This is an optimization exercise on Yosys and OpenROAD, whose aim is small area and a short achievable clock period, not a production implementation.
RTL that was checked went through simulation tests only; none was proved equivalent to the original.
No functional check of the RTL was part of run 4.
No activity file was given, so power comes from the tool's default toggle rates.

File: config.mk
export PLATFORM = sky130hd
export DESIGN_NAME = mem_hier_top
export DESIGN_NICKNAME = mem_hier_top
export VERILOG_FILES = /design/flow/design.v
export SDC_FILE = /design/flow/constraint.sdc
export NUM_CORES = 4
export LEC_CHECK = 0
export CAP_MARGIN = 20
export CORE_MARGIN = 2
export CORE_UTILIZATION = 40
export SETUP_SLACK_MARGIN = 2.5
export SLEW_MARGIN = 20
File: constraint.sdc
create_clock -name core_clock -period 5.5 [get_ports {clock}]
set_input_delay 1.1000 -clock core_clock [delete_from_list [all_inputs] [get_ports {clock}]]
set_output_delay 1.1000 -clock core_clock [all_outputs]
set_load 0.01 [all_outputs]
File: design.v
`timescale 1ns/100ps
`default_nettype none
package mem_hier_pkg;
  typedef logic [6-1:0] addr_t;   
  typedef logic [16-1:0] word_t;   
  typedef logic [6-$clog2(2)-1:0] l1_tag_t;
  typedef logic [$clog2(2)-1:0]         l1_way_t;   
  typedef logic [$clog2(8)-1:0] l2_slot_t;   
  typedef logic [$clog2(8)-1:0] l2_age_t;    
endpackage
`default_nettype wire
`default_nettype none
`timescale 1ns/100ps
module mem_hier_top (
  input  logic        clock,
  input  logic        reset,
  input  logic        i_read,
  input  logic        i_write,
  input  logic [5:0]  i_addr,
  input  logic [15:0] i_wdata,
  output logic        o_valid,
  output logic [15:0] o_rdata,
  output logic        o_hit_l1,
  output logic        o_hit_l2
);
  logic        s1_valid;
  logic        s1_write;
  logic [5:0]  s1_addr;
  logic [15:0] s1_wdata;
  always_ff @(posedge clock or posedge reset)
  begin
    if (reset)
      s1_valid <= 1'b0;
    else
      s1_valid <= i_read | i_write;
  end
  always_ff @(posedge clock)
  begin
    s1_write <= i_write;
    s1_addr  <= i_addr;
    s1_wdata <= i_wdata;
  end
  logic [4:0] l1_tag_m [0:1];    
  logic [4:0] l1_tag_l [0:1];    
  logic [1:0] l1_v_m;
  logic [1:0] l1_v_l;
  logic       set_sel;
  logic [4:0] tag_in;
  logic       l1_hit_m;
  logic       l1_hit_l;
  logic       l1_hit;
  assign set_sel  = s1_addr[0];
  assign tag_in   = s1_addr[5:1];
  assign l1_hit_m = l1_v_m[set_sel] && (l1_tag_m[set_sel] == tag_in);
  assign l1_hit_l = l1_v_l[set_sel] && (l1_tag_l[set_sel] == tag_in);
  assign l1_hit   = l1_hit_m | l1_hit_l;
  genvar s;
  generate
    for (s = 0; s < 2; s++) begin : g_l1
      logic push;
      assign push = s1_valid && (set_sel == s) && !l1_hit_m;
      always_ff @(posedge clock or posedge reset)
      begin
        if (reset)
        begin
          l1_v_m[s] <= 1'b0;
          l1_v_l[s] <= 1'b0;
        end
        else if (push)
        begin
          l1_v_m[s] <= 1'b1;
          l1_v_l[s] <= l1_v_m[s];
        end
      end
      always_ff @(posedge clock)
      begin
        if (push)
        begin
          l1_tag_m[s] <= tag_in;
          l1_tag_l[s] <= l1_tag_m[s];
        end
      end
    end
  endgenerate
  logic [5:0] l2_tag [0:7];
  logic [7:0] l2_v;
  logic [7:0] l2_hit_v;
  logic [7:0] l2_shift;
  logic       l2_hit;
  logic       l2_act;
  assign l2_act = s1_valid && (s1_write || !l1_hit);
  always_comb
  begin
    for (int i = 0; i < 8; i++)
      l2_hit_v[i] = l2_v[i] && (l2_tag[i] == s1_addr);
  end
  assign l2_hit = |l2_hit_v;
  always_comb
  begin
    l2_shift[0] = l2_act;
    for (int i = 1; i < 8; i++)
      l2_shift[i] = l2_shift[i-1] && !l2_hit_v[i-1];
  end
  always_ff @(posedge clock or posedge reset)
  begin
    if (reset)
      l2_v <= '0;
    else
    begin
      if (l2_shift[0])
        l2_v[0] <= 1'b1;
      for (int i = 1; i < 8; i++)
        if (l2_shift[i])
          l2_v[i] <= l2_v[i-1];
    end
  end
  always_ff @(posedge clock)
  begin
    if (l2_shift[0])
      l2_tag[0] <= s1_addr;
    for (int i = 1; i < 8; i++)
      if (l2_shift[i])
        l2_tag[i] <= l2_tag[i-1];
  end
  logic [15:0] mem_q [0:63];
  logic [63:0] written_q;         
  logic [63:0] sel;               
  logic        wr_en;
  logic [15:0] rd_word;
  assign wr_en = s1_valid && s1_write;
  always_comb
  begin
    for (int j = 0; j < 64; j++)
      sel[j] = (s1_addr == 6'(j));
  end
  genvar j;
  generate
    for (j = 0; j < 64; j++) begin : g_word
      always_ff @(posedge clock)
      begin
        if (wr_en && sel[j])
          mem_q[j] <= s1_wdata;
      end
      always_ff @(posedge clock or posedge reset)
      begin
        if (reset)
          written_q[j] <= 1'b0;
        else if (wr_en && sel[j])
          written_q[j] <= 1'b1;
      end
    end
  endgenerate
  always_comb
  begin
    rd_word = '0;
    for (int k = 0; k < 64; k++)
      rd_word = rd_word | ({16{sel[k] & written_q[k]}} & mem_q[k]);
  end
  always_ff @(posedge clock or posedge reset)
  begin
    if (reset)
    begin
      o_valid  <= 1'b0;
      o_hit_l1 <= 1'b0;
      o_hit_l2 <= 1'b0;
    end
    else
    begin
      o_valid  <= s1_valid;
      o_hit_l1 <= s1_valid && l1_hit;
      o_hit_l2 <= s1_valid && !l1_hit && l2_hit;
    end
  end
  always_ff @(posedge clock)
  begin
    o_rdata <= s1_write ? s1_wdata : rd_word;
  end
endmodule
`default_nettype wire
File: run.sh
#!/bin/bash
# synth_recipe.tcl (not shown) runs the flow's synth.tcl, then flattens the netlist and writes it again
# the make line also repeats each setting of config.mk as NAME=value (left out here)
make -C /OpenROAD-flow-scripts/flow DESIGN_CONFIG=/design/flow/config.mk WORK_HOME=/design/flow/orfs CLKGATE_MAP_FILE= SYNTH_SCRIPT=/design/flow/synth_recipe.tcl finish
==> impl_metrics.yaml, run 1 <==
status:
  status: "no timing/DRC/antenna violations"
power:
  finalPower_mw: 19.69
  p_leak_nw: 17.47
  power_density_nw_per_um2: 373.3
  irDropWorstVdd_mv: 0.3302
routing:
  wl_met3_um: 32280
  ant_nets: 0
  wire_per_inst_um: 42.21
  dr_wl_met2_um: 76180
  drt-met1-wl_um: 62140
  vias_per_cell: 6.856
  drtPass1Iterations: 8
  num_vias: 30130
  wl_um: 185500
  top_layer: "met5"
  drc: 0
  drt_iter0_markers: 6755
clock_network:
  clk_latency_ns: 0.75
  clk_path_buf_depth: 3
  cts_buffers: 117
  cts_tree: "done"
  clkSinkCount: 1211
  htree_levels: 3
  cts-root-buf: "clkbuf_16"
  ctsHoldBuffers: 0
  clkTransAtPathRegs_ns: 0.07
sta:
  slew_headroom_pct: 21.99
  finalSetupViolCount: 0
  fmax_mhz: 315.6
  post-route-period-util_pct: 57.62
  slew_viol_final: 0
  tns_ns: 0
  tightest_slew_ns: 1.158
  rsz0062_at_grt: "true"
  fin_crit_ns: 3.169
  fin_skew_ns: 0.04243
  hold_violations: 0
synth:
  yosysWarnings: 5
  syn_inst: 2617
  ys_top_cells_by_area: "edfxtp_1 73%, a22oi_1 5.6%, dfrtp_1 4.5%"
  async_reset_ff_share_pct: 6.606
  synth_ff_type: "edfxtp_1"
  ys_seq_area_share_pct: 79.29
  yosys.area.top_type_share_pct: 73.09
  synth_top_cell_by_area: "edfxtp_1"
  ys_seq_elements: 1211
  synth.avg_cell_area_sq_um: 17.14
  synth_cell_types: 69
  synth_nets: 2643
  synth_edf_count: 1092
  mappedNetlistArea_sq_um: 44870
floorplanning:
  die_x_um: 338.9
  chipHeight_um: 338.9
  die-area_sq_um: 114900
  io_pins: 45
  rows: 122
  start_util_pct: 40.43
  coreArea_sq_um: 111000
cells_and_area:
  nets: 2822
  drive_gt1_share_pct: 22.61
  final_util_pct: 47.52
  final_common_cell: "edfxtp_1"
  final_cell_mix: "1092 x edfxtp_1, 320 x a22oi_1, 154 x buf_4"
  seqCellArea_sq_um: 35620
  fillers: 9293
  syn_to_final_growth_pct: 17.55
  multi_input_area_sq_um: 9240
global_route:
  grt_usage_pct: 31.72
  antenna_found_initial: 8
  grt_overflow: 0
  grt_max_degree: 67
  grt_pass1_wl_um: 246900
  grt_pass1_vias: 28070
setup_path:
  cp-end-kind: "flip-flop"
  path_class: "flip-flop to flip-flop"
  rr_worst_depth: 8
  cp_max_fo: 17
  cp.required_ns: 6.09
  r2r_slack_ns: 2.33
  r2r-start: "s1_addr[0]"
  r2r-end: "o_rdata[10]"
  critPathLaunchType: "flip-flop"
  crit_arrival_ns: 3.76
min_path:
  holdPathStages: 0
  hold_path_end: "l1_tag_l[1][4]"
  hold_class: "flip-flop to flip-flop"
  hold_start: "l1_tag_m[1][4]"
place:
  dp_hpwl_um: 112300
  io_buffers: 44
  globalplace.congestion: 1.008
flow_run:
  maxCapViolations: 0
report_power, final:
| group | switching [mW] | internal [mW] |
|---|---|---|
| logic | 0.559 | 0.265 |
| clock network | 3.65 | 4.74 |
| registers | 0.194 | 10.3 |
| total | 4.40 | 15.3 |
cells in the mapped netlist (all sizes together), types with 4 or more instances:
library cell  number
a41oi              6
xor2              28
nor4b              4
a21oi             24
nand4bb            4
and2              13
dfrtp             80
a221oi            33
o211ai             4
nand2             65
and3b              5
a32o               4
or2               67
a22oi            332
and4b              5
mux2i              9
dfxtp             39
clkbuf           116
a222oi             9
a2111oi           28
and4              40
xnor2             30
mux2               9
inv               18
a22o              28
nor4              27
edfxtp          1092
nand4             76
nor2              87
a32oi             20
nand4b            13
or4bb              4
and3              93
or4               11
o21ai             12
buf               48
nand3             67
o32a               4
nor3              26
state kept, by name (all words and copies together) (netlist names):
register   flops
l1_tag_l      10
l1_tag_m      10
l1_v_l         2
l1_v_m         2
l2_tag        48
l2_v           8
mem_q       1024
o_hit_l1       1
o_hit_l2       1
o_rdata       16
o_valid        1
s1_addr        6
s1_valid       1
s1_wdata      16
s1_write       1
written_q     64
worst max-delay path by stage:
stage	startpoint	to	depth (start not counted)
5_1_grt	s1_addr[3]	o_rdata[9]	9
3_5_place_dp	s1_addr[4]	o_rdata[10]	8
2_1_floorplan	s1_addr[4]	mem_q[22][0]	7
3_3_place_gp	s1_addr[3]	o_rdata[1]	7
4_1_cts	s1_addr[3]	o_rdata[6]	8
6_report	s1_addr[0]	o_rdata[10]	8
metrics by stage:
stage | area, sq um | std cells | hold slack, ns | worst slack [ns]
after floorplan | 44870 | 2617 | 0.4257 | 2.529
final | 52740 | 4395 | 0.4432 | 2.331
after CTS | 52460 | 4378 | 0.4432 | 2.482
after global placement | 47900 | 4143 | 0.4304 | 0.4071
after global routing | 52720 | 4386 | 0.4611 | 2.398
after detailed placement | 48040 | 4150 | 0.4339 | 1.085
what timing repair did:
action                                  4_1_cts  5_1_grt
cloned                                        0        0
endpoints found under the setup margin      397       32
buffers inserted                              8        6
pin swaps                                     8        7
gates resized for setup                      90       45
final cells by class:
type                            count  share of cell area [%]
Sequential cell                  1211                   67.54
Multi-Input combinational cell   1224                   17.52
Clock buffer                      146                   5.986
Timing Repair Buffer              224                   3.687
Tap cell                         1488                   3.530
Clock inverter                     74                   1.559
Inverter                           18                  0.1352
Antenna cell                       10                 0.04745
cell families (layout without fill, tap and decap cells):
kind of cell / after synthesis / count (layout) / share of synthesized area, %
AOI/OAI and AO/OA: 520 / 520 / 9.005
DFF: 1211 / 1211 / 79.29
and+or+nand+nor: 628 / 628 / 8.327
other: 0 / 10 / 0
xor gates and xnor gates: 58 / 58 / 1.132
buffers and inverters: 182 / 462 / 1.818
muxes: 18 / 18 / 0.4267
per-layer routing:
layer,track usage (%),up-vias
met3,14.15,746
met2,44.51,3206
li1,-,11050
met5,0,-
met4,19.62,10
met1,40.04,15120
worst max-delay path, cell delays in order (launching register included):
cell and delay [ns]:
dfxtp_4 0.43, buf_4 0.18, and4b_4 0.25, and3_4 0.26, buf_4 0.23, a22oi_1 0.22, nand4_1 0.51, nor4_4 0.71
a32oi_1 0.22
==> run 2, diff against run 1 <==
--- a/config.mk
+++ b/config.mk
@@ -10,3 +10,3 @@
 export CORE_UTILIZATION = 40
-export SETUP_SLACK_MARGIN = 2.5
+export SETUP_SLACK_MARGIN = 3.2
 export SLEW_MARGIN = 20
==> run 2 against run 1 <==
Still clean. Hold slack gained 0.0058 ns. Combinational power increased by 24%. Critical path depth stayed put. Worst setup slack better by 0.15 ns. Synthesized cell count stayed put. Register-to-register slack better by 0.15 ns. Global-route usage increased by 1.3 points. Area after synthesis did not move. Final cell count up 4.6%.
==> impl_metrics.yaml, run 2 <==
setup_path:
  path_class: "flip-flop to flip-flop"
  r2r_slack_ns: 2.48
  max_stage_delay_ns: 0.53
  cp_max_fo: 9
  worst_setup_path_startpoint: "s1_addr[0]"
  worst-path-stages: 8
  critPathBufInv: 2
  cp-end-kind: "flip-flop"
  crit_arrival_ns: 3.66
  cp.required_ns: 6.14
  critPathLaunchType: "flip-flop"
  r2r-start: "s1_addr[0]"
  rr_worst_depth: 8
  path_cells: "buf_4 > buf_12 > nand4b_4 > a21oi_1 > a221oi_1 > nand4_1 > or4_1 > o32a_1"
  endpoint: "o_rdata[8]"
  r2r-end: "o_rdata[8]"
  cpMaxStageDelayCell: "or4_1"
  critical_path.top_delay_family: "simple AND/OR/NAND/NOR gates"
power:
  power_density_nw_per_um2: 346.3
  irDropWorstVdd_mv: 0.3217
  finalPower_mw: 19.67
  p_leak_nw: 19.18
synth:
  ys_seq_area_share_pct: 79.29
  synth_top_cell_by_area: "edfxtp_1"
  synth.most_common_cell: "edfxtp_1"
  yosys-top-cells-count: "1092 x edfxtp_1, 332 x a22oi_1, 116 x clkbuf_1, 93 x and3_1, 87 x nor2_1"
  ys_top_cells_by_area: "edfxtp_1 73%, a22oi_1 5.6%, dfrtp_1 4.5%"
  ys_seq_elements: 1211
  synth_nets: 2643
  synth_ff_type: "edfxtp_1"
  yosys.area.top_type_share_pct: 73.09
  synth_cell_types: 69
  yosysWarnings: 5
  async_reset_ff_share_pct: 6.606
  syn_inst: 2617
  synth.avg_cell_area_sq_um: 17.14
  mappedNetlistArea_sq_um: 44870
  synth_edf_count: 1092
sta:
  hold_violations: 0
  slew_viol_final: 0
  post-route-period-util_pct: 54.88
  fmax_mhz: 331.3
  tns_ns: 0
  slew_headroom_pct: 29.96
  tightest_slew_ns: 1.051
  finalSetupViolCount: 0
  fin_hold_ws_ns: 0.4489
  fin_skew_ns: 0.04065
  rsz0062_at_grt: "true"
  fin_crit_ns: 3.019
routing:
  num_vias: 31730
  wl_um: 196800
  vias_per_cell: 6.900
  drtPass1Iterations: 8
  drt_iter0_markers: 6796
  wire_per_inst_um: 42.79
  ant_nets: 0
  drc: 0
status:
  status: "no timing/DRC/antenna violations"
floorplanning:
  rows: 122
  coreArea_sq_um: 111000
  chipHeight_um: 338.9
  die-area_sq_um: 114900
  die_x_um: 338.9
  start_util_pct: 40.43
  io_pins: 45
clock_network:
  clkSinkCount: 1211
  cts_tree: "done"
  cts-root-buf: "clkbuf_16"
  htree_levels: 3
  clkTransAtPathRegs_ns: 0.06
  clk_latency_ns: 0.76
  clk_path_buf_depth: 3
  cts_buffers: 115
global_route:
  gr-usage-met2_pct: 45.84
  grtUsageMet1_pct: 41.32
  grt_pass1_vias: 29180
  busiest_layer: "met2"
  grt_max_degree: 66
  grt_usage_pct: 33.02
  antenna_found_initial: 9
  grt_overflow: 0
  use_met3_pct: 14.10
  grt_pass1_wl_um: 257000
place:
  dp_hpwl_um: 112700
  io_buffers: 44
  globalplace.congestion: 1.004
  dpl_cell_area_sq_um: 48060
cells_and_area:
  top_regs: "mem_q x1024, written_q x64, l2_tag x48"
  final_common_cell: "edfxtp_1"
  top_register: "mem_q"
  syn_to_final_growth_pct: 26.60
  design_area_sq_um: 56800
  seqCellArea_sq_um: 35670
  largest_reg_flops: 1024
  fillers: 8789
  nets: 3033
  final_util_pct: 51.18
  drive_gt1_share_pct: 32.67
  multi_input_area_sq_um: 10540
  final_cell_mix: "1092 x edfxtp_1, 292 x a22oi_1, 250 x buf_4"
min_path:
  hold_start: "l1_tag_m[1][1]"
  hold_class: "flip-flop to flip-flop"
flow_run:
  maxCapViolations: 0
-- run 2: repair_timing --
| action | in CTS | in global routing |
|---|---|---|
| hold buffers | 0 | 0 |
| pin swaps | 101 | 80 |
| setup buffers | 162 | 75 |
| endpoints found under the setup margin | 1175 | 483 |
| gates resized for setup | 485 | 137 |
| cloned | 5 | 6 |
-- run 2: worst reg2reg max path, stage by stage, from the launching register on --
cell,delay [ns]
dfxtp_4,0.47
buf_4,0.17
buf_12,0.14
nand4b_4,0.31
a21oi_1,0.28
a221oi_1,0.33
nand4_1,0.38
or4_1,0.53
o32a_1,0.33
-- run 2: layer usage --
layer / vias to the layer above / wire length [um]
met5: - / 57
met2: 3530 / 80320
met1: 15870 / 64010
met4: 6 / 17640
met3: 848 / 34780
li1: 11480 / -
-- run 2: kinds of logic (layout without fill, tap and decap cells) --
kind of cell,Yosys count,count (layout),synth area share [%]
buffers and inverters,182,670,1.818
other,0,4,0
XOR/XNOR,58,58,1.132
AO/OA/AOI/OAI,520,520,9.005
flip-flops,1211,1211,79.29
multiplexers,18,18,0.4267
AND/OR/NAND/NOR,628,630,8.327
-- run 2: how the worst min path moves through the flow --
stage | endpoint | slack (ns) | cells after the start
finish | l1_tag_l[1][1] | 0.45 | 0
global route | l1_tag_l[1][1] | 0.48 | 0
CTS | l1_tag_l[1][1] | 0.45 | 0
detailed placement | l1_tag_l[1][1] | 0.44 | 0
global placement | l1_tag_l[1][4] | 0.43 | 0
floorplan | l1_tag_l[0][0] | 0.43 | 0
-- run 2: where the power goes --
group	total (mW)	switching [mW]	leakage (nW)	internal, mW
Sequential	10.5	0.217	11.2	10.3
Combinational	1.02	0.643	6.09	0.377
Clock	8.15	3.58	1.89	4.57
Total	19.7	4.44	19.2	15.2
-- run 2: metrics by stage --
step,setup WS (ns),cells
final,2.481,4599
after global routing,2.557,4595
after CTS,2.614,4514
after detailed placement,0.9459,4130
after global placement,0.4670,4123
after floorplan,2.827,2617
-- run 2: layout make-up --
type                            instances  area share (%)
Antenna cell                            4         0.01762
Clock buffer                          168           5.844
Tap cell                             1488           3.278
Clock inverter                         49          0.9164
Inverter                               18          0.1300
Multi-Input combinational cell       1226           18.55
Timing Repair Buffer                  435           8.463
Sequential cell                      1211           62.80
==> run 3, diff against run 2 <==
--- a/config.mk
+++ b/config.mk
@@ -10,3 +10,2 @@
 export CORE_UTILIZATION = 40
-export SETUP_SLACK_MARGIN = 3.2
 export SLEW_MARGIN = 20
==> run 3 against run 2 <==
Maximum frequency is 38% lower. Critical path depth is 2 lower. Still clean. Non-clock buffer count shrank 227. Highest routed layer unchanged. Worst setup slack worse by 1.8 ns. Largest power group unchanged. Register-to-register slack worse by 1.8 ns. Count of clock-buffer cells in the layout shrank 12. Combinational power decreased by 24%.
==> impl_metrics.yaml, run 3 <==
status:
  status: "no timing/DRC/antenna violations"
clock_network:
  cts_buffers: 116
  cts_resized: 0
  clk_latency_ns: 0.74
  clkSinkCount: 1211
  cts_tree: "done"
  htree_levels: 3
  cts-root-buf: "clkbuf_16"
  post_cts_buffers: 0
  ctsHoldBuffers: 0
  clkTransAtPathRegs_ns: 0.06
  clk_path_buf_depth: 3
sta:
  slew_viol_final: 0
  finalSetupViolCount: 0
  hold_violations: 0
  slew_headroom_pct: 13.40
  finalWorstSetupSlack_ns: 0.6500
  tightest_slew_ns: 1.296
  post-route-period-util_pct: 88.18
  tns_ns: 0
  fmax_mhz: 206.2
  fin_skew_ns: 0.03845
  rsz0062_at_grt: "false"
  fin_crit_ns: 4.850
global_route:
  antenna_found_initial: 12
  grt_overflow: 0
  grt_max_degree: 66
  grt_pass1_vias: 27730
  grt_usage_pct: 31.64
  grt_pass1_wl_um: 246100
setup_path:
  critPathLaunchType: "flip-flop"
  rr_worst_depth: 6
  path_class: "flip-flop to flip-flop"
  cp_max_fo: 44
  cp.required_ns: 6.10
  r2r_slack_ns: 0.65
  cp-end-kind: "flip-flop"
  cpMaxStageDelayCell: "a2111oi_0"
  r2r-start: "s1_addr[3]"
  path_cells: "and4bb_1 > and3_2 > a2111oi_0 > nand3_1 > or4_1 > o32a_1"
  crit_arrival_ns: 5.45
  r2r-end: "o_rdata[6]"
  max_stage_delay_ns: 1.06
synth:
  synthMuxAreaShare_pct: 0.4267
  synth-compound-area-share_pct: 9.005
  synth_ff_type: "edfxtp_1"
  ys_seq_area_share_pct: 79.29
  synth.avg_cell_area_sq_um: 17.14
  synth_nets: 2643
  synth_edf_count: 1092
  yosys-top-cells-count: "1092 x edfxtp_1, 332 x a22oi_1, 116 x clkbuf_1, 93 x and3_1, 87 x nor2_1"
  synth_top_cell_by_area: "edfxtp_1"
  ys_seq_elements: 1211
  ys_top_cells_by_area: "edfxtp_1 73%, a22oi_1 5.6%, dfrtp_1 4.5%"
  yosys.area.top_type_share_pct: 73.09
  yosysWarnings: 5
  async_reset_ff_share_pct: 6.606
  mappedNetlistArea_sq_um: 44870
  synth_top_family_by_area: "compound AO/OA/AOI/OAI gates"
  synth.most_common_cell: "edfxtp_1"
  synth_fa_ha_area_share_pct: 0
  synth_simple_gate_area_share_pct: 8.327
  synth_xor_area_share_pct: 1.132
  synth_cell_types: 69
  syn_inst: 2617
cells_and_area:
  syn_to_final_growth_pct: 15.61
  nets: 2805
  final_cell_mix: "1092 x edfxtp_1, 332 x a22oi_1, 160 x buf_4"
  final_common_cell: "edfxtp_1"
  top_register: "mem_q"
  largest_reg_flops: 1024
  drive_gt1_share_pct: 18.83
  top_regs: "mem_q x1024, written_q x64, l2_tag x48"
routing:
  num_vias: 29590
  wl_um: 185500
  wire_per_inst_um: 42.42
  drt_iter0_markers: 6294
  vias_per_cell: 6.769
  drtPass1Iterations: 8
  ant_nets: 0
  drc: 0
place:
  io_buffers: 44
  post-place-ws_ns: 0.9710
  dp_hpwl_um: 113400
  globalplace.congestion: 1.012
floorplanning:
  rows: 122
  start_util_pct: 40.43
  chipHeight_um: 338.9
  io_pins: 45
  die-area_sq_um: 114900
  die_x_um: 338.9
  coreArea_sq_um: 111000
min_path:
  hold_start: "l1_tag_m[0][3]"
  hold_class: "flip-flop to flip-flop"
  hold_path_end: "l1_tag_l[0][3]"
  holdPathStages: 0
power:
  power_density_nw_per_um2: 375.9
  p_leak_nw: 17.24
  irDropWorstVdd_mv: 0.3171
flow_run:
  maxCapViolations: 0
run 3: cell counts after synthesis:
No cell type changed its count.
run 3: critical path: cells and delay by family (launching register included):
kind	cells	cell delay (ns)
flip-flops	1	1.03
AND/OR/NAND/NOR	4	2.18
AO/OA/AOI/OAI	2	1.48
run 3: per-layer routing:
layer / global-route usage, % / up-vias / share of wire [%] / wire length (um)
li1: - / 11000 / - / -
met1: 41.22 / 14910 / 34 / 63110
met3: 11.59 / 614 / 17 / 30650
met4: 18.69 / 13 / 7.4 / 13780
met5: 0 / - / 0.14 / 262
met2: 45.25 / 3066 / 42 / 77670
run 3: final cells by class:
cell class                      instances  area (sq um)
Antenna cell                            5         12.51
Tap cell                             1488          1862
Multi-Input combinational cell       1224          8735
Sequential cell                      1211         35600
Fill cell                            9392         59100
Clock inverter                         62         668.1
Clock buffer                          156          3224
Inverter                               18         70.07
Timing Repair Buffer                  208          1697
run 3: stage by stage:
stage | total power, mW | instance area, sq um | utilization, % | hold slack [ns] | instances
after global placement | 11.39 | 47860 | 43.13 | 0.4298 | 4145
after floorplan | 10.99 | 44870 | - | 0.4257 | 2617
final | 19.50 | 51870 | 46.74 | 0.4527 | 4372
after global routing | 19.89 | 51860 | 46.73 | 0.4634 | 4369
after CTS | 19.46 | 51850 | 46.72 | 0.4506 | 4366
after detailed placement | 11.42 | 47950 | 43.21 | 0.4403 | 4148
run 3: kinds of logic after synthesis:
kind of cell / Yosys count
xor+xnor: 58
mux: 18
flops: 1211
compound gates: 520
simple gates: 628
buf+inv: 182
run 3: how the worst max path moves through the flow:
stage / from / depth (start not counted) / endpoint / slack, ns
floorplan: reset / 1 / l1_v_l[0] / 2.35
global placement: s1_addr[3] / 6 / o_rdata[6] / 0.74
detailed placement: s1_addr[3] / 6 / o_rdata[6] / 0.97
CTS: s1_addr[3] / 6 / o_rdata[6] / 0.94
global route: s1_addr[3] / 6 / o_rdata[6] / 0.90
finish: s1_addr[3] / 6 / o_rdata[6] / 0.65
run 3: power by group:
part	internal (mW)	switching (mW)	leakage [nW]
clock	4.64	3.60	1.91
combinational	0.243	0.533	4.14
sequential	10.3	0.208	11.2
==> run 4, diff against run 3 <==
--- a/design.v
+++ b/design.v
@@ -126,3 +126,6 @@
   logic [63:0] written_q;         
-  logic [63:0] sel;               
+  logic [7:0]  dec_hi;            
+  logic [7:0]  dec_lo;            
+  logic [63:0] wsel;              
+  logic [63:0] rsel;              
   logic        wr_en;
@@ -132,4 +135,12 @@
   begin
+    for (int h = 0; h < 8; h++)
+    begin
+      dec_hi[h] = (s1_addr[5:3] == 3'(h));
+      dec_lo[h] = (s1_addr[2:0] == 3'(h));
+    end
     for (int j = 0; j < 64; j++)
-      sel[j] = (s1_addr == 6'(j));
+    begin
+      wsel[j] = wr_en && dec_hi[j/8] && dec_lo[j%8];
+      rsel[j] = !s1_write && dec_hi[j/8] && dec_lo[j%8] && written_q[j];
+    end
   end
@@ -140,3 +151,3 @@
       begin
-        if (wr_en && sel[j])
+        if (wsel[j])
           mem_q[j] <= s1_wdata;
@@ -147,3 +158,3 @@
           written_q[j] <= 1'b0;
-        else if (wr_en && sel[j])
+        else if (wsel[j])
           written_q[j] <= 1'b1;
@@ -154,5 +165,5 @@
   begin
-    rd_word = '0;
+    rd_word = {16{s1_write}} & s1_wdata;
     for (int k = 0; k < 64; k++)
-      rd_word = rd_word | ({16{sel[k] & written_q[k]}} & mem_q[k]);
+      rd_word = rd_word | ({16{rsel[k]}} & mem_q[k]);
   end
@@ -175,3 +186,3 @@
   begin
-    o_rdata <= s1_write ? s1_wdata : rd_word;
+    o_rdata <= rd_word;
   end
--- a/config.mk
+++ b/config.mk
@@ -10,2 +10,3 @@
 export CORE_UTILIZATION = 40
+export SETUP_SLACK_MARGIN = 3.1
 export SLEW_MARGIN = 20
==> run 4 against run 3 <==
Die area is 0.48% lower. Final cell count is 6.9% higher. Combinational power is about 30% higher. First-iteration DRC count is 6.4% higher. Maximum frequency is 47% higher. Sequential share of layout area is 7.2 points lower. Sequential cell count stayed put. Register-to-register slack better by 1.6 ns. Area after synthesis is 0.48% lower. Synthesized cell count is 2.6% lower. Total power is 1.5% higher. Largest cell class unchanged.
==> impl_metrics.yaml, run 4 <==
setup_path:
  r2r_slack_ns: 2.21
  cpMaxStageDelayCell: "a222oi_1"
  crit_arrival_ns: 3.92
  cp_max_fo: 10
  path_class: "flip-flop to flip-flop"
  rr_worst_depth: 8
  cp-end-kind: "flip-flop"
  r2r-start: "s1_addr[0]"
  max_stage_delay_ns: 0.96
  r2r-end: "o_rdata[13]"
  cp.required_ns: 6.13
  crit_top_cell: "buf_12"
  critPathLaunchType: "flip-flop"
  path_cells: "buf_8 > nor3b_4 > and3_4 > buf_12 > buf_12 > a222oi_1 > nand4_1 > or4_1"
clock_network:
  cts_buffers: 117
  cts_tree: "done"
  htree_levels: 3
  clk_latency_ns: 0.75
  clkTransAtPathRegs_ns: 0.06
  clk_path_buf_depth: 3
  clkSinkCount: 1211
  cts-root-buf: "clkbuf_16"
cells_and_area:
  drive_gt1_share_pct: 35.44
  top_register: "mem_q"
  top_regs: "mem_q x1024, written_q x64, l2_tag x48"
  multi_input_area_sq_um: 10290
  final_util_pct: 52.43
  seqCellArea_sq_um: 35670
  nets: 3094
  final_common_cell: "edfxtp_1"
  largest_reg_flops: 1024
  syn_to_final_growth_pct: 29.95
  final_cell_mix: "1092 x edfxtp_1, 294 x buf_4, 173 x a22oi_1"
  fillers: 8754
sta:
  finalSetupViolCount: 0
  hold_violations: 0
  tns_ns: 0
  fin_crit_ns: 3.291
  fmax_mhz: 303.9
  slew_headroom_pct: 19.28
  slew_viol_final: 0
  fin_skew_ns: 0.07580
  tightest_slew_ns: 1.211
  rsz0062_at_grt: "true"
  post-route-period-util_pct: 59.83
synth:
  synth_ff_type: "edfxtp_1"
  synth.avg_cell_area_sq_um: 17.52
  ys_seq_elements: 1211
  mappedNetlistArea_sq_um: 44650
  ys_top_cells_by_area: "edfxtp_1 73%, dfrtp_1 4.5%, a22oi_1 3.4%"
  syn_inst: 2549
  ys_seq_area_share_pct: 79.67
  synth_cell_types: 64
  yosysWarnings: 5
  synth_nets: 2575
  yosys.area.top_type_share_pct: 73.44
  yosys-top-cells-count: "1092 x edfxtp_1, 202 x a22oi_1, 109 x a22o_1, 98 x clkbuf_1, 92 x nand4_1"
  synth_edf_count: 1092
  synth.most_common_cell: "edfxtp_1"
  async_reset_ff_share_pct: 6.606
  synth_top_cell_by_area: "edfxtp_1"
power:
  p_leak_nw: 19.83
  irDropWorstVdd_mv: 0.2967
  power_density_nw_per_um2: 341.0
  finalPower_mw: 19.79
global_route:
  grt_usage_pct: 35.11
  grt_pass1_vias: 29650
  grt_max_degree: 66
  antenna_found_initial: 22
  grt_pass1_wl_um: 268900
  grt_overflow: 0
min_path:
  hold_start: "l1_tag_m[0][3]"
  holdPathStages: 0
  hold_class: "flip-flop to flip-flop"
  hold_path_end: "l1_tag_l[0][3]"
routing:
  drc: 0
  ant_nets: 0
  drt_iter0_markers: 6697
  drtPass1Iterations: 19
  vias_per_cell: 6.901
  wl_um: 209200
  wire_per_inst_um: 44.75
  num_vias: 32260
floorplanning:
  io_pins: 45
  rows: 122
  coreArea_sq_um: 110700
  start_util_pct: 40.34
  die_x_um: 338.1
  chipHeight_um: 338.1
  die-area_sq_um: 114300
status:
  status: "no timing/DRC/antenna violations"
flow_run:
  maxCapViolations: 0
place:
  io_buffers: 44
  globalplace.congestion: 1.019
  dp_hpwl_um: 118700
run 4: worst max-delay path by stage:
| stage | from | endpoint | slack (ns) | cells past startpoint |
|---|---|---|---|---|
| after global placement | s1_addr[5] | o_rdata[12] | 0.85 | 8 |
| after global routing | s1_addr[0] | o_rdata[13] | 2.37 | 8 |
| after floorplan | s1_addr[1] | mem_q[1][0] | 2.83 | 7 |
| after CTS | s1_addr[4] | o_rdata[13] | 2.46 | 8 |
| after detailed placement | s1_addr[5] | o_rdata[11] | 1.53 | 9 |
| final | s1_addr[0] | o_rdata[13] | 2.21 | 8 |
run 4: cells by family (layout without fill, tap and decap cells):
logic type	count (synthesis)	in the layout	synth area share, %
compound gates	503	503	9.186
xor+xnor	56	56	1.099
buf+inv	158	780	1.611
flops	1211	1211	79.67
mux	17	17	0.4035
other cells	0	14	0
simple gates	604	605	8.026
run 4: metrics by stage:
step           hold WS [ns]  cell area, sq um  setup WS, ns  instances
4_1_cts              0.4535             56540         2.464       4578
3_3_place_gp         0.4272             47860        0.8482       4072
5_1_grt              0.4661             57990         2.366       4660
3_5_place_dp         0.4385             48100         1.529       4081
2_1_floorplan        0.4257             44920         2.831       2549
6_report             0.4571             58020         2.209       4674
run 4: worst max-delay path, delay by kind of cell, from the launching register on:
family	cells	cell delay (ns)
compound gates	1	0.96
buf+inv	3	0.48
flops	1	0.39
simple gates	4	1.31
run 4: what timing repair did:
action	in CTS	in global routing
hold buffers	0	0
resized for setup	474	166
pin swaps	131	75
setup endpoints to repair	1197	674
cloned	14	6
buffers inserted	260	76
run 4: area by class of cell:
cell class	instances	share of cell area [%]
Antenna cell	14	0.06038
Clock buffer	169	5.710
Clock inverter	54	1.126
Inverter	11	0.1294
Multi-Input combinational cell	1181	17.73
Sequential cell	1211	61.47
Tap cell	1488	3.209
Timing Repair Buffer	546	10.56
run 4: power by group:
| part | leakage (nW) | switching, mW | internal (mW) |
|---|---|---|---|
| Clock | 1.93 | 3.65 | 4.64 |
| Sequential | 11.2 | 0.210 | 10.3 |
| Combinational | 6.69 | 0.614 | 0.397 |
| Total | 19.8 | 4.47 | 15.3 |
run 4: layer usage:
layer  global-route usage, %  wire, um
met2                   49.57     86040
met3                   14.30     36100
met5                       0       230
met1                   43.38     67220
met4                   25.64     19590

-- what the ideal ports hide --
The flow's constraints put no driver on any port. The routed layouts listed below were extracted and timed again, unchanged, in two steps. Step 1, drivers: a clkbuf_16 drives clock and a buf_2 each remaining input, both assumed. Step 2 moves the port delays by t, midway between the first and last clock arrival at a register: inputs arrive t later, outputs are due t later. That takes back most of the time a late clock gives input paths. Three values: ideal ports, drivers, drivers and shift; two values: the first two.
| run | t, ns | setup slack, ns | latest minus earliest clock arrival (ns) |
|---|---|---|---|
| run 1 | 0.795 | 2.331 / 2.331 / 2.331 | 0.045 / 0.045 |
| run 2 | 0.810 | 2.481 / 2.481 / 2.481 | 0.043 / 0.044 |
| run 3 | 0.798 | 0.650 / 0.650 / 0.650 | 0.039 / 0.039 |
| run 4 | 0.789 | 2.209 / 2.209 / 2.209 | 0.080 / 0.080 |
After both steps every run listed still meets setup and hold.
